This is an optimization exercise on Yosys and OpenROAD, whose aim is small area, not a production implementation.
Function was checked by simulation only, so behaviour that the tests miss may differ from the original.
Power figures rest on the tool's default switching activity, not on a simulated workload.

<file path="flow/run.sh">
#!/bin/bash
set -euo pipefail
export BUFFER_PORTS_ARGS="-buffer_cell sky130_fd_sc_hd__buf_1"
bash standard.sh synth > standard_synth.log 2>&1
awk -f flow/filter_lib.awk "$FLOW_HOME/platforms/$FLOW_PLATFORM/lib/sky130_fd_sc_hd__tt_025C_1v80.lib" > restructure.lib
openroad -no_init -exit flow/restructure.tcl > restructure.log 2>&1
bash standard.sh finish > standard_finish.log 2>&1
</file>
<file path="flow/filter_lib.awk">
# Drop the cells the platform marks don't-use (lpflow and probe cells) from a liberty file.
/^[ \t]*cell[ \t]*\(/ {
   if ($0 ~ /sky130_fd_sc_hd__(lpflow_|probe)/) { skip = 1; depth = 0 }
}
{
   if (skip) {
      n = gsub(/\{/, "{"); m = gsub(/\}/, "}");
      depth += n - m;
      if (depth <= 0 && (n > 0 || m > 0)) { skip = 0 }
      next
   }
   print
}
</file>
<file path="flow/restructure.tcl">
# Remap the synthesized netlist's combinational logic for area.
set plat $::env(FLOW_HOME)/platforms/$::env(FLOW_PLATFORM)
set res orfs/results/$::env(FLOW_PLATFORM)/mflow_top/base
read_liberty $plat/lib/sky130_fd_sc_hd__tt_025C_1v80.lib
read_db $res/1_synth.odb
read_sdc $res/1_synth.sdc
set_dont_use [get_lib_cells {*/sky130_fd_sc_hd__probe_p_8 */sky130_fd_sc_hd__probec_p_8 */sky130_fd_sc_hd__lpflow_*}]
source $plat/setRC.tcl
report_design_area
file mkdir restructure_work
restructure -target area -liberty_file restructure.lib \
   -tielo_port sky130_fd_sc_hd__conb_1/LO -tiehi_port sky130_fd_sc_hd__conb_1/HI \
   -work_dir restructure_work
report_design_area
report_worst_slack
write_db $res/1_synth.odb
</file>
<file path="standard.sh">
#!/bin/bash
# synth_recipe.tcl (not shown) runs the flow's synth.tcl, then flattens the netlist and writes it again
# the make line also repeats each setting of config.mk as NAME=value (left out here)
make -C /OpenROAD-flow-scripts/flow DESIGN_CONFIG=/design/flow/config.mk WORK_HOME=/design/flow/orfs CLKGATE_MAP_FILE= SYNTH_SCRIPT=/design/flow/synth_recipe.tcl "${@:-finish}"
</file>
<file path="config.mk">
export PLATFORM = sky130hd
export DESIGN_NAME = mflow_top
export DESIGN_NICKNAME = mflow_top
export VERILOG_FILES = /design/flow/design.v
export SDC_FILE = /design/flow/constraint.sdc
export NUM_CORES = 4
export LEC_CHECK = 0
export CAP_MARGIN = 0
export CORE_MARGIN = 2
export CORE_UTILIZATION = 70
export CTS_BUF_LIST = sky130_fd_sc_hd__clkbuf_8
export CTS_CLUSTER_DIAMETER = 70
export CTS_CLUSTER_SIZE = 14
export SLEW_MARGIN = 0
</file>
<file path="constraint.sdc">
create_clock -name core_clock -period 10.0 [get_ports {clk}]
set_input_delay 2.0000 -clock core_clock [delete_from_list [all_inputs] [get_ports {clk}]]
set_output_delay 2.0000 -clock core_clock [all_outputs]
set_load 0.01 [all_outputs]
</file>
<file path="design.v">
`timescale 1ns/1ps
package mflow_pkg;
   typedef logic [31:0] word_t;
   typedef logic [31:0] addr_t;
   typedef logic [31:0] vid_t;
   typedef logic [31:0] ts_t;
   typedef logic [2:0]  ttype_t;
   typedef struct packed {
      logic [63:0] args;
      ttype_t      ttype;
      vid_t        object;
      ts_t         ts;
   } task_t;
   typedef struct packed {
      addr_t addr;
   } rd_req_t;
   typedef struct packed {
      word_t data;
      addr_t addr;
   } wr_req_t;
   typedef struct packed {
      word_t data;    
      addr_t addr;
   } undo_entry_t;
   localparam ttype_t DISCHARGE_TASK  = 3'd0;
   localparam ttype_t GET_HEIGHT_TASK = 3'd1;
   localparam ttype_t PUSH_TASK       = 3'd2;
   localparam ttype_t RECEIVE_TASK    = 3'd3;
   localparam int VID_EXCESS_OFFSET = 0;
   localparam int VID_HEIGHT_OFFSET = 8;
   localparam int FLOW_BASE_WORD = 4;
   localparam int VERTEX_SHIFT = 6;    
endpackage
`timescale 1ns/1ps
module mflow_top (
   input  logic        clk,
   input  logic        rstn,
   input  logic        start,
   input  logic [31:0] task_in_ts,
   input  logic [31:0] task_in_object,
   input  logic [2:0]  task_in_ttype,
   input  logic [63:0] task_in_args,
   output logic        done,
   output logic        idle,
   output logic [31:0] task_out_ts,
   output logic [31:0] task_out_object,
   output logic [2:0]  task_out_ttype,
   output logic [63:0] task_out_args,
   output logic        task_out_valid,
   input  logic        task_out_ready,
   output logic [31:0] mem_rd_addr,
   output logic        mem_rd_valid,
   input  logic        mem_rd_ready,
   input  logic [31:0] mem_rd_data,
   input  logic        mem_rd_resp_valid,
   output logic [31:0] mem_wr_addr,
   output logic [31:0] mem_wr_data,
   output logic        mem_wr_valid,
   input  logic        mem_wr_ready,
   output logic [31:0] undo_addr,
   output logic [31:0] undo_data,
   output logic        undo_valid,
   input  logic        undo_ready
);
   localparam logic [4:0] S_HW0  = 5'd0,    
                          S_H0   = 5'd1,    
                          S_HW1  = 5'd2,    
                          S_H1   = 5'd3,    
                          S_HW2  = 5'd4,    
                          S_H2   = 5'd5,    
                          S_HW3  = 5'd6,    
                          S_IDLE = 5'd7,
                          S_WA   = 5'd8,    
                          S_GH   = 5'd9,    
                          S_GE   = 5'd10,   
                          S_RE   = 5'd11,   
                          S_SE   = 5'd12,   
                          S_RF   = 5'd13,   
                          S_UF   = 5'd14,   
                          S_SUB  = 5'd15,   
                          S_WF   = 5'd16,   
                          S_MV   = 5'd17,   
                          S_UE   = 5'd18,   
                          S_ADD  = 5'd19,   
                          S_WE   = 5'd20,   
                          S_D1   = 5'd21,   
                          S_D2   = 5'd22,   
                          S_CH   = 5'd23,   
                          S_FIN  = 5'd24;
   logic [4:0]  state, nstate;
   logic        wt;         
   logic [4:0]  ph;         
   logic        arm;        
   logic [31:0] brg, srg, krg, erg;   
   logic [31:0] r_ts;       
   logic [31:0] r_ob;       
   logic [31:0] r_x;        
   logic [31:0] r_d;        
   logic [3:0]  idx;
   logic [5:0]  dl;         
   logic        dcf;        
   logic        nes, nek;   
   logic        nz;         
   wire rdst = (state == S_H0) || (state == S_H1) || (state == S_H2) ||
               (state == S_GH) || (state == S_RE) || (state == S_RF);
   wire resp = mem_rd_resp_valid && wt && rdst;
   wire acc  = start && idle;
   wire win  = arm;                   
   wire wend = arm && (ph == 5'd31);  
   wire hw   = (state[4:3] == 2'b00) && !state[0] && (state != S_HW3);
   wire sub  = (state == S_SUB);
   wire xb   = r_x[0] ^ sub;
   wire dcin = (ph == 5'd0) ? sub : dcf;
   wire dsb  = r_d[0] ^ xb ^ dcin;
   wire dco  = (r_d[0] & xb) | (r_d[0] & dcin) | (xb & dcin);
   wire etop = (state == S_MV) || (state == S_D1);
   wire dtop = etop ? erg[0] : dsb;
   wire [4:0] fo = {1'b0, idx} + 5'd4;        
   logic fbit;                                
   always_comb begin
      case (ph)
         5'd2:    fbit = fo[0];
         5'd3:    fbit = fo[1];
         5'd4:    fbit = fo[2];
         5'd5:    fbit = fo[3];
         5'd6:    fbit = fo[4];
         default: fbit = 1'b0;
      endcase
   end
   logic ox, oy, oc0;
   always_comb begin
      ox  = r_ob[0];
      oy  = 1'b0;
      oc0 = 1'b0;
      case (state)
         S_WA:  begin ox = (ph >= 5'd6) ? dl[0] : (wt && ph == 5'd3); oy = brg[0]; end
         S_SE:  oy = fbit;
         S_MV:  begin oy = !fbit;   oc0 = 1'b1; end
         S_D1:  begin oy = !brg[0]; oc0 = 1'b1; end
         default: ;
      endcase
   end
   wire ocin = (ph == 5'd0) ? oc0 : dcf;
   wire osb  = ox ^ oy ^ ocin;
   wire oco  = (ox & oy) | (ox & ocin) | (oy & ocin);
   wire hbit = ((ph == 5'd2) && state[1]) || ((ph == 5'd3) && state[2]);
   wire otop = hw ? hbit : ((state == S_D2) ? dl[0] : ((state == S_GE) ? erg[0] : osb));
   wire oshift = win && (hw || (state == S_WA) || (state == S_SE) || (state == S_GE) ||
                         (state == S_MV) || (state == S_D1) ||
                         ((state == S_D2) && (ph < 5'd6)));
   wire vb   = r_ob[0];
   wire ds   = srg[0] ^ vb;
   wire dk   = krg[0] ^ vb;
   wire act = !nz && nes && nek;
   assign idle           = (state == S_IDLE);
   assign done           = (state == S_FIN);
   assign mem_rd_valid   = rdst && !wt;
   assign mem_rd_addr    = r_ob;
   assign undo_valid     = (state == S_UF) || (state == S_UE);
   assign undo_addr      = r_ob;
   assign undo_data      = r_d;
   assign mem_wr_valid   = (state == S_WF) || (state == S_WE);
   assign mem_wr_addr    = r_ob;
   assign mem_wr_data    = r_d;
   assign task_out_valid = (state == S_CH);
   assign task_out_ts     = r_ts;
   assign task_out_object = r_ob;
   assign task_out_ttype  = {1'b0, wt, 1'b0};
   assign task_out_args   = {r_x, r_d};
   wire rd_go = mem_rd_valid && mem_rd_ready;
   wire isw = (state == S_HW0) || (state == S_HW1) || (state == S_HW2) || (state == S_HW3) ||
              (state == S_WA) || (state == S_GE) || (state == S_SE) || (state == S_SUB) ||
              (state == S_MV) || (state == S_ADD) || (state == S_D1) || (state == S_D2);
   wire adv = (isw && wend) || resp || (undo_valid && undo_ready) ||
              (mem_wr_valid && mem_wr_ready) || (task_out_valid && task_out_ready) ||
              (idle && start);
   always_comb begin
      if (state == S_FIN)
         nstate = S_IDLE;
      else if (idle && start && task_in_ttype != 3'd1 && task_in_ttype != 3'd3)
         nstate = S_FIN;
      else if (state == S_WA && wend && !wt)
         nstate = S_RE;
      else if (state == S_GE && wend)
         nstate = S_CH;
      else if (state == S_WE && mem_wr_ready && !act)
         nstate = S_FIN;
      else if (adv)
         nstate = state + 5'd1;
      else
         nstate = state;
   end
   wire chg    = adv || (state == S_FIN);
   wire dshift = win && ((state == S_HW1) || (state == S_HW2) || (state == S_HW3) || (state == S_WA) ||
                         (state == S_SE) || (state == S_SUB) || (state == S_MV) ||
                         (state == S_ADD) || (state == S_D1));
   always_ff @(posedge clk) begin
      if (!rstn) begin
         state <= S_HW0;
         wt    <= 1'b0;
         arm   <= 1'b0;
         ph    <= 5'd0;
      end else begin
         state <= nstate;
         ph    <= ph + 5'd1;
         arm   <= !chg && (arm || (ph == 5'd31));
         if (acc)   wt <= (task_in_ttype == 3'd1);
         if (state == S_WA && wend) wt <= 1'b0;
         if (rd_go) wt <= 1'b1;
         if (resp)  wt <= (state == S_GH);
         if (state == S_CH && task_out_ready) wt <= 1'b0;
      end
   end
   always_ff @(posedge clk) begin
      dcf  <= ((state == S_SUB) || (state == S_ADD)) ? dco : oco;
      brg  <= {(state == S_HW1 && win) ? r_d[0] : brg[0], brg[31:1]};
      srg  <= {(state == S_HW2 && win) ? r_d[0] : srg[0], srg[31:1]};
      krg  <= {(state == S_HW3 && win) ? r_d[0] : krg[0], krg[31:1]};
      erg  <= {((state == S_SE || state == S_WA) && win) ? r_d[0] : erg[0], erg[31:1]};
      if (acc) begin
         r_ts <= task_in_ts;
         r_ob <= task_in_object;
         r_x  <= task_in_args[63:32];
         r_d  <= task_in_args[31:0];
         idx  <= task_in_args[3:0];
      end
      if (resp) r_d <= mem_rd_data;
      if (dshift) r_d <= {dtop, r_d[31:1]};
      if (oshift) r_ob <= {otop, r_ob[31:1]};
      if (win && ((state == S_SUB) || (state == S_ADD))) r_x <= {r_x[0], r_x[31:1]};
      if (win && ((state == S_WA) || ((state == S_D2) && (ph < 5'd6))))
         dl <= {r_ob[0], dl[5:1]};
      if (state == S_WA && win) begin
         nes <= (ph == 5'd0) ? ds : (nes || ds);
         nek <= (ph == 5'd0) ? dk : (nek || dk);
      end
      if (state == S_SE && win) nz <= (ph == 5'd0) ? r_d[0] : (nz || r_d[0]);
      if (state == S_ADD && wend) r_x <= r_ts;
   end
endmodule
</file>
==> flow_summary.yaml, run 1 <==
synthesis:
  synth_warnings: 1
  postSynthCellCount: 800
  synth_area_sq_um: 9980
  synth_area_per_cell_sq_um: 12.5
  synth_nets: 971
floorplan:
  core.rowCount: 43
  die_x_um: 123
  die-height_um: 123
  initial_core_util: 0.719
outcome:
  error_line: "[ERROR PPL-0024] Number of IO pins (468) exceeds maximum number of available positions (438). Increase the die perimeter from 493.70um to 636.48um."
  stop_stage: "3_2_place_iop"
  status: "aborted with a tool error"
==> run 2: changes to the inputs <==
--- a/config.mk
+++ b/config.mk
@@ -7,7 +7,7 @@
 export LEC_CHECK = 0
 export CAP_MARGIN = 0
 export CORE_MARGIN = 2
-export CORE_UTILIZATION = 70
+export CORE_UTILIZATION = 60
 export CTS_BUF_LIST = sky130_fd_sc_hd__clkbuf_8
 export CTS_CLUSTER_DIAMETER = 70
 export CTS_CLUSTER_SIZE = 14
==> flow_summary.yaml, run 2 <==
global_route:
  met1_usage: 0.440
  grt_pass1_wl_mm: 42.9
  globalRouteMet3Util: 0.0728
  grtUsageTotal: 0.323
  first_global_vias: 7108
  grt_use_met2: 0.493
  grt_start_max_net_pins: 65
  grt_busiest_layer: "met2"
  grt_overflow: 0
  antenna_found_initial: 5
detailed_routing:
  vias: 7727
  drcViolationCount: 0
  ant_nets: 0
  wl_mm: 29.7
  wire_per_inst_um: 21.5
  drt_iter0_markers: 663
  viasPerCell: 5.60
  drt-pass1-iter-count: 7
finish:
  final_cell_mix: "buf_1, dfxtp_1, edfxtp_1, o22a_1, clkinv_1"
  final_common_cell: "buf_1"
  syn2layout_area_growth_pct: 19.4
  final_area_sq_um: 11900
  design.final.nets: 1309
  drive_above_1_share: 0.0355
timing:
  grt_setup_unrepaired: "no"
  hold_violations: 0
  tightest_slew_ns: 1.06
  fin_hold_ws_ns: 0.303
  min_period_over_period: 0.484
  finalClockSkew_ns: 0.0379
  setup_ws_ns: 5.16
  max_freq_mhz: 207
  maxSlewHeadroom: 0.292
  setup_violations: 0
  slew_viol_final: 0
  fin_crit_ns: 4.84
  setup-tns-final_ns: 0
setup_path:
  critPathCaptureType: "output pin"
  r2r_start: "state[2]$_SDFFE_PN0P_"
  critical_path_class: "register to output pin"
  startpoint_type: "register"
  max_stage_delay_ns: 0.51
  crit_start: "state[0]$_SDFFE_PN0P_"
  cp_max_fo: 7
  critPathTopFamily: "simple AND/OR/NAND/NOR gates"
  cp_data_required_time_ns: 8.00
  cp.buffers_inverters: 4
  path_common_cell: "clkinv_1"
  path_cells: "clkinv_1, nor2_1, clkinv_1, nor2_1, clkinv_1, nor3_1, buf_1"
  cp.arrival_ns: 2.84
  crit_slowest_cell: "dfxtp_1"
placement:
  dpl-instance-area_sq_um: 11500
  port_buffers: 465
  gp_congestion: 0.979
  hpwl_mm: 22.3
  pre_cts_ws_ns: 5.20
synthesis:
  synth_area_per_cell_sq_um: 12.5
  synth_area_sq_um: 9980
  synth_warnings: 1
  postSynthCellCount: 800
  synth_nets: 971
clocking:
  cts_max_level: 1
  cts_setup_buffers: 0
  numCtsBuffers: 24
  clk_latency_ns: 0.55
  cts_buffer_depth: 3
  cts-resized-gates: 0
  cts_tree: "built"
  cts.sinks: 282
  holdBufCountCts: 0
  cts-root-buf: "clkbuf_8"
  clkSlewWorstSetupHoldPaths_ns: 0.10
power_and_ir_drop:
  p_switching_mw: 0.380
  power.density_nw_per_um2: 156
  swShare: 0.205
  comb_power_share: 0.034
  p_clk_frac: 0.315
  vdd_drop_max_mv: 0.107
  power_frac_seq: 0.651
  leakage_nw: 3.88
  total_power_mw: 1.86
  internal_power_mw: 1.48
floorplan:
  core.rowCount: 47
  dieArea_sq_um: 17700
  die_x_um: 133
  die-height_um: 133
  core-area_sq_um: 16400
  top_level_ports: 468
  initial_core_util: 0.608
hold_path:
  hp-class: "register to register"
  hold_start: "brg[29]$_DFF_P_"
outcome:
  status: "finished clean"
run:
  drv_cap: 0
-- run 2: layout make-up --
class,count,area [sq um]
Antenna cell,4,10.0
Clock buffer,25,344
Clock inverter,18,77.6
Fill cell,1239,4490
Inverter,42,158
Multi-Input combinational cell,314,2180
Sequential cell,282,7060
Tap cell,220,275
Timing Repair Buffer,474,1810
-- run 2: worst paths after layout --
kind | slack, ns | endpoint | cells after the start
worst max-delay path | 5.16 | idle | 7
worst min-delay path | 0.30 | brg[28]$_DFF_P_ | 0
worst max register to register | 5.42 | r_x[19]$_DFFE_PP_ | 8
worst min register to register | 0.30 | brg[28]$_DFF_P_ | 0
-- run 2: power by group through the flow --
stage                     Combinational (mW)  Sequential (mW)  Clock, mW
after floorplan                       0.0295             1.24          0
after global placement                0.0605             1.24          0
after detailed placement              0.0618             1.24          0
after CTS                             0.0625             1.21      0.600
after global routing                  0.0699             1.21      0.638
final                                 0.0629             1.21      0.586
-- run 2: metrics by stage --
stage / std cells / util
3_5_place_dp: 1332 / 0.700
5_1_grt: 1377 / 0.726
6_report: 1379 / 0.726
4_1_cts: 1375 / 0.726
3_3_place_gp: 1332 / 0.700
2_1_floorplan: 800 / -
-- run 2: per-layer routing --
metal  part of all wire  up-vias  wire [um]
met2               0.47      425      14000
met5            0.00040        -         12
met1               0.39     3689      11600
met4              0.046        2       1380
met3              0.090       75       2670
li1                   -     3536          -
==> run 3: changes to the inputs <==
--- a/design.v
+++ b/design.v
@@ -83,10 +83,9 @@
                           S_UE   = 5'd18,   
                           S_ADD  = 5'd19,   
                           S_WE   = 5'd20,   
-                          S_D1   = 5'd21,   
-                          S_D2   = 5'd22,   
-                          S_CH   = 5'd23,   
-                          S_FIN  = 5'd24;
+                          S_DV   = 5'd21,   
+                          S_CH   = 5'd22,   
+                          S_FIN  = 5'd23;
    logic [4:0]  state, nstate;
    logic        wt;         
    logic [4:0]  ph;         
@@ -113,7 +112,7 @@
    wire dcin = (ph == 5'd0) ? sub : dcf;
    wire dsb  = r_d[0] ^ xb ^ dcin;
    wire dco  = (r_d[0] & xb) | (r_d[0] & dcin) | (xb & dcin);
-   wire etop = (state == S_MV) || (state == S_D1);
+   wire etop = (state == S_MV) || (state == S_DV);
    wire dtop = etop ? erg[0] : dsb;
    wire [4:0] fo = {1'b0, idx} + 5'd4;        
    logic fbit;                                
@@ -136,7 +135,7 @@
          S_WA:  begin ox = (ph >= 5'd6) ? dl[0] : (wt && ph == 5'd3); oy = brg[0]; end
          S_SE:  oy = fbit;
          S_MV:  begin oy = !fbit;   oc0 = 1'b1; end
-         S_D1:  begin oy = !brg[0]; oc0 = 1'b1; end
+         S_DV:  begin ox = r_ob[6]; oy = !brg[6]; oc0 = 1'b1; end
          default: ;
       endcase
    end
@@ -144,10 +143,10 @@
    wire osb  = ox ^ oy ^ ocin;
    wire oco  = (ox & oy) | (ox & ocin) | (oy & ocin);
    wire hbit = ((ph == 5'd2) && state[1]) || ((ph == 5'd3) && state[2]);
-   wire otop = hw ? hbit : ((state == S_D2) ? dl[0] : ((state == S_GE) ? erg[0] : osb));
+   wire vtop = (state == S_DV) && (ph >= 5'd26);
+   wire otop = hw ? hbit : (vtop ? dl[0] : ((state == S_GE) ? erg[0] : osb));
    wire oshift = win && (hw || (state == S_WA) || (state == S_SE) || (state == S_GE) ||
-                         (state == S_MV) || (state == S_D1) ||
-                         ((state == S_D2) && (ph < 5'd6)));
+                         (state == S_MV) || (state == S_DV));
    wire vb   = r_ob[0];
    wire ds   = srg[0] ^ vb;
    wire dk   = krg[0] ^ vb;
@@ -170,7 +169,7 @@
    wire rd_go = mem_rd_valid && mem_rd_ready;
    wire isw = (state == S_HW0) || (state == S_HW1) || (state == S_HW2) || (state == S_HW3) ||
               (state == S_WA) || (state == S_GE) || (state == S_SE) || (state == S_SUB) ||
-              (state == S_MV) || (state == S_ADD) || (state == S_D1) || (state == S_D2);
+              (state == S_MV) || (state == S_ADD) || (state == S_DV);
    wire adv = (isw && wend) || resp || (undo_valid && undo_ready) ||
               (mem_wr_valid && mem_wr_ready) || (task_out_valid && task_out_ready) ||
               (idle && start);
@@ -193,7 +192,7 @@
    wire chg    = adv || (state == S_FIN);
    wire dshift = win && ((state == S_HW1) || (state == S_HW2) || (state == S_HW3) || (state == S_WA) ||
                          (state == S_SE) || (state == S_SUB) || (state == S_MV) ||
-                         (state == S_ADD) || (state == S_D1));
+                         (state == S_ADD) || (state == S_DV));
    always_ff @(posedge clk) begin
       if (!rstn) begin
          state <= S_HW0;
@@ -228,7 +227,7 @@
       if (dshift) r_d <= {dtop, r_d[31:1]};
       if (oshift) r_ob <= {otop, r_ob[31:1]};
       if (win && ((state == S_SUB) || (state == S_ADD))) r_x <= {r_x[0], r_x[31:1]};
-      if (win && ((state == S_WA) || ((state == S_D2) && (ph < 5'd6))))
+      if (win && ((state == S_WA) || vtop))
          dl <= {r_ob[0], dl[5:1]};
       if (state == S_WA && win) begin
          nes <= (ph == 5'd0) ? ds : (nes || ds);
--- a/config.mk
+++ b/config.mk
@@ -5,10 +5,10 @@
 export SDC_FILE = /design/flow/constraint.sdc
 export NUM_CORES = 4
 export LEC_CHECK = 0
-export CAP_MARGIN = 0
+export CAP_MARGIN = 20
 export CORE_MARGIN = 2
-export CORE_UTILIZATION = 60
+export CORE_UTILIZATION = 40
 export CTS_BUF_LIST = sky130_fd_sc_hd__clkbuf_8
 export CTS_CLUSTER_DIAMETER = 70
 export CTS_CLUSTER_SIZE = 14
-export SLEW_MARGIN = 0
+export SLEW_MARGIN = 20
==> flow_summary.yaml, run 3 <==
placement:
  port_buffers: 465
  hpwl_mm: 22.3
  gp_congestion: 0.843
finish:
  design.final.nets: 1305
  syn2layout_area_growth_pct: 21.4
  regArea_sq_um: 7060
  n_fill_cell: 2312
  final_common_cell: "buf_1"
  final_cell_mix: "buf_1, dfxtp_1, edfxtp_1, o22a_1, clkinv_1"
  multi_input_area_sq_um: 2170
  drive_above_1_share: 0.0365
detailed_routing:
  wl_mm: 30.3
  viasPerCell: 5.18
  ant_nets: 0
  wire_per_inst_um: 20.5
  drcViolationCount: 0
  drt_iter0_markers: 546
  vias: 7653
  drt-pass1-iter-count: 5
clocking:
  cts_setup_buffers: 0
  cts_max_level: 1
  holdBufCountCts: 0
  cts_tree: "built"
  cts.sinks: 282
  numCtsBuffers: 24
  cts-root-buf: "clkbuf_8"
  clkSlewWorstSetupHoldPaths_ns: 0.09
  cts-resized-gates: 0
  clk_latency_ns: 0.57
  cts_buffer_depth: 3
timing:
  setup_violations: 0
  setup-tns-final_ns: 0
  fin_crit_ns: 4.63
  grt_setup_unrepaired: "no"
  finalClockSkew_ns: 0.0500
  tightest_slew_ns: 1.04
  min_period_over_period: 0.463
  slew_viol_final: 0
  maxSlewHeadroom: 0.306
  fin_hold_ws_ns: 0.309
  max_freq_mhz: 216
  hold_violations: 0
synthesis:
  synth_nets: 965
  synth_area_per_cell_sq_um: 12.5
  synth_area_sq_um: 9960
  postSynthCellCount: 794
  synth_warnings: 1
global_route:
  grt_pass1_wl_mm: 43.3
  grt_overflow: 0
  first_global_vias: 7121
  grt_start_max_net_pins: 65
  grtUsageTotal: 0.219
  antenna_found_initial: 2
floorplan:
  core-area_sq_um: 24400
  initial_core_util: 0.408
  die_x_um: 162
  dieArea_sq_um: 26200
  die-height_um: 162
  top_level_ports: 468
  core.rowCount: 57
setup_path:
  max_stage_delay_ns: 0.49
  cp.arrival_ns: 2.63
  path_common_cell: "clkinv_1"
  crit_slowest_cell: "dfxtp_1"
  path_cells: "clkinv_1, nor2_1, clkinv_1, nor2_1, clkinv_1, nor3_1, buf_1"
  cp_max_fo: 8
  critical_path_class: "register to output pin"
  cp_data_required_time_ns: 8.00
  startpoint_type: "register"
  critPathCaptureType: "output pin"
power_and_ir_drop:
  leakage_nw: 3.91
  power.density_nw_per_um2: 155
  vdd_drop_max_mv: 0.0991
hold_path:
  hp-class: "register to register"
run:
  drv_cap: 0
outcome:
  status: "finished clean"
==> run 3: routing by layer <==
metal | vias up | global-route usage | wire (um)
li1 | 3525 | - | -
met2 | 403 | 0.388 | 15400
met3 | 57 | 0.0457 | 2380
met5 | - | 0 | 0
met1 | 3668 | 0.267 | 11600
met4 | 0 | 0.0676 | 863
==> run 3: cell type report <==
class | instances | share of cell area
clock buffer | 24 | 0.0273
tap | 324 | 0.0335
inverter | 44 | 0.0137
multi-input combinational | 306 | 0.180
antenna | 2 | 0.000414
clock inverter | 20 | 0.00765
sequential | 282 | 0.583
timing repair buffer | 476 | 0.154
==> run 3: worst paths after layout <==
kind | endpoint | slack, ns | startpoint | depth (start not counted)
worst min-delay path | erg[12]$_DFF_P_ | 0.31 | erg[13]$_DFF_P_ | 0
worst min register to register | erg[12]$_DFF_P_ | 0.31 | erg[13]$_DFF_P_ | 0
worst max-delay path | idle | 5.37 | state[0]$_SDFFE_PN0P_ | 7
worst max register to register | r_d[9]$_DFFE_PP_ | 6.35 | state[2]$_SDFFE_PN0P_ | 10
==> run 3: critical path, delay by kind of cell, from the launching register on <==
family                 cells  cell delay, ns
flip-flops                 1            0.49
buffers and inverters      4            0.78
AND/OR/NAND/NOR            3            0.82
==> run 3: through the flow <==
step                utilization  cell area (sq um)  instances  power (mW)  setup slack (ns)
floorplan                     -               9960        794        1.27              3.48
global placement          0.476              11600       1430        1.30              5.91
detailed placement        0.476              11600       1430        1.30              5.89
CTS                       0.493              12000       1474        1.90              5.32
global route              0.496              12100       1478        1.96              5.19
finish                    0.496              12100       1478        1.88              5.37
==> run 3: power breakdown <==
| group | internal (mW) | leakage [nW] | switching [mW] |
|---|---|---|---|
| combinational | 0.0347 | 1.23 | 0.0264 |
| sequential | 1.21 | 2.40 | 0.00133 |
| clock | 0.229 | 0.280 | 0.374 |
==> run 4: changes to the inputs <==
==> config.mk (replaced) <==
export PLATFORM = sky130hd
export DESIGN_NAME = mflow_top
export DESIGN_NICKNAME = mflow_top
export VERILOG_FILES = /design/flow/design.v
export SDC_FILE = /design/flow/constraint.sdc
export NUM_CORES = 4
export LEC_CHECK = 0
export CAP_MARGIN = 0
export CORE_MARGIN = 2
export CORE_UTILIZATION = 60
export CTS_BUF_LIST = sky130_fd_sc_hd__clkbuf_8
export CTS_CLUSTER_DIAMETER = 70
export CTS_CLUSTER_SIZE = 14
export SLEW_MARGIN = 0
==> flow_summary.yaml, run 4 <==
timing:
  grt_setup_unrepaired: "no"
  finalClockSkew_ns: 0.0313
  maxSlewHeadroom: 0.328
  setup_violations: 0
  min_period_over_period: 0.454
  slew_viol_final: 0
  fin_crit_ns: 4.54
  setup-tns-final_ns: 0
  hold_violations: 0
  max_freq_mhz: 220
  tightest_slew_ns: 1.00
placement:
  port_buffers: 465
  hpwl_mm: 22.5
  gp_congestion: 0.955
  placed_cells: 1326
outcome:
  status: "finished clean"
setup_path:
  critical_path_class: "register to output pin"
  critPathCaptureType: "output pin"
  cp_max_fo: 8
  cp.arrival_ns: 2.54
  r2r_cells: 9
  cp_data_required_time_ns: 8.00
  startpoint_type: "register"
detailed_routing:
  drt_iter0_markers: 442
  wire_per_inst_um: 22.2
  drcViolationCount: 0
  viasPerCell: 5.56
  ant_nets: 0
  vias: 7606
  drt-pass1-iter-count: 5
  wl_mm: 30.3
floorplan:
  dieArea_sq_um: 17700
  core.rowCount: 47
  initial_core_util: 0.607
  die_x_um: 133
  top_level_ports: 468
  core-area_sq_um: 16400
  die-height_um: 133
clocking:
  cts.sinks: 282
  cts-resized-gates: 0
  holdBufCountCts: 0
  numCtsBuffers: 24
  cts_setup_buffers: 0
  cts_buffer_depth: 3
  cts-root-buf: "clkbuf_8"
  cts_max_level: 1
  clk_latency_ns: 0.56
  cts_tree: "built"
  clkSlewWorstSetupHoldPaths_ns: 0.10
synthesis:
  synth_nets: 965
  synth_area_per_cell_sq_um: 12.5
  postSynthCellCount: 794
  synth_warnings: 1
  synth_area_sq_um: 9960
finish:
  final_cell_mix: "buf_1, dfxtp_1, edfxtp_1, o22a_1, clkinv_1"
  fin_cells: 1368
  drive_above_1_share: 0.0348
  antennaDiodeCount: 0
  final_common_cell: "buf_1"
  n_fill_cell: 1224
  regArea_sq_um: 7060
  multi_input_area_sq_um: 2160
  syn2layout_area_growth_pct: 19.3
  design.final.nets: 1303
global_route:
  grt_start_max_net_pins: 65
  first_global_vias: 7127
  grt_pass1_wl_mm: 43.1
  grt_overflow: 0
  antenna_found_initial: 0
  grtUsageTotal: 0.328
power_and_ir_drop:
  leakage_nw: 3.87
  vdd_drop_max_mv: 0.109
  power.density_nw_per_um2: 157
hold_path:
  hold-path-cell-count: 0
  hp-class: "register to register"
run:
  drv_cap: 0
-- run 4: where the power goes --
part	internal, mW	switching (mW)	total, mW
logic	0.0346	0.0266	0.0613
clock network	0.229	0.366	0.594
registers	1.21	0.00139	1.21
-- run 4: metrics by stage --
| stage | instance area [sq um] | hold slack (ns) | utilization | total power [mW] | setup WS (ns) |
|---|---|---|---|---|---|
| floorplan | 9960 | 0.310 | - | 1.27 | 3.48 |
| global placement | 11500 | 0.310 | 0.699 | 1.30 | 5.50 |
| detailed placement | 11500 | 0.312 | 0.699 | 1.30 | 5.46 |
| CTS | 11900 | 0.309 | 0.724 | 1.88 | 5.48 |
| global route | 11900 | 0.321 | 0.724 | 1.93 | 5.26 |
| finish | 11900 | 0.321 | 0.724 | 1.87 | 5.46 |
-- run 4: final timing paths --
check             slack, ns                end             startpoint
hold reg to reg        0.32    erg[28]$_DFF_P_        erg[29]$_DFF_P_
hold / removal         0.32    erg[28]$_DFF_P_        erg[29]$_DFF_P_
setup / recovery       5.46               idle  state[0]$_SDFFE_PN0P_
setup reg to reg       5.72  r_d[17]$_DFFE_PP_  state[2]$_SDFFE_PN0P_
-- run 4: cell type report --
class / count / area share
multi-input cells: 306 / 0.181
clock inverters: 18 / 0.00716
well taps: 220 / 0.0232
flip-flops and latches: 282 / 0.594
clock buffers: 24 / 0.0278
repair buffers: 474 / 0.153
inverters: 44 / 0.0139
-- run 4: routing by layer --
| metal | vias to the layer above | track usage | routed length [um] |
|---|---|---|---|
| met5 | - | 0 | 0 |
| met3 | 68 | 0.0452 | 2110 |
| li1 | 3521 | - | - |
| met4 | 0 | 0.227 | 2350 |
| met2 | 438 | 0.553 | 14900 |
| met1 | 3579 | 0.391 | 11000 |
-- run 4: critical path, stage by stage (launching register included) --
cell	delay, ns
dfxtp_1	0.49
clkinv_1	0.23
nor2_1	0.28
clkinv_1	0.20
nor2_1	0.21
clkinv_1	0.16
nor3_1	0.22
buf_1	0.20

## what the ideal ports hide
No port has a modelled driver above. Below, the same layouts with a new extraction and two added sets of constraints.
Step 1 (the two cells are an assumption about what drives the block):
set clk [get_ports {clk}]
set_driving_cell -lib_cell sky130_fd_sc_hd__clkbuf_16 $clk
set_driving_cell -lib_cell sky130_fd_sc_hd__buf_2 [delete_from_list [all_inputs] $clk]
Step 2 also shifts input and output timing later by t, the mid clock arrival at the registers, as if the neighbouring blocks saw the same clock.
a / b / c = ideal / step 1 / step 2; a / b = the first two.
run | t, ns | setup WS [ns] | worst slew at a driven data input, ns
run 2 | 0.573 | 5.163 / 5.120 / 5.107 | 0.10
run 3 | 0.591 | 5.375 / 5.334 / 5.925 | 0.13
run 4 | 0.592 | 5.459 / 5.414 / 5.397 | 0.07
After both steps setup and hold are still met in every run listed. For run 4, which loses most, drivers alone change the setup slack by -0.045 ns; drivers and shift together by -0.062 ns.
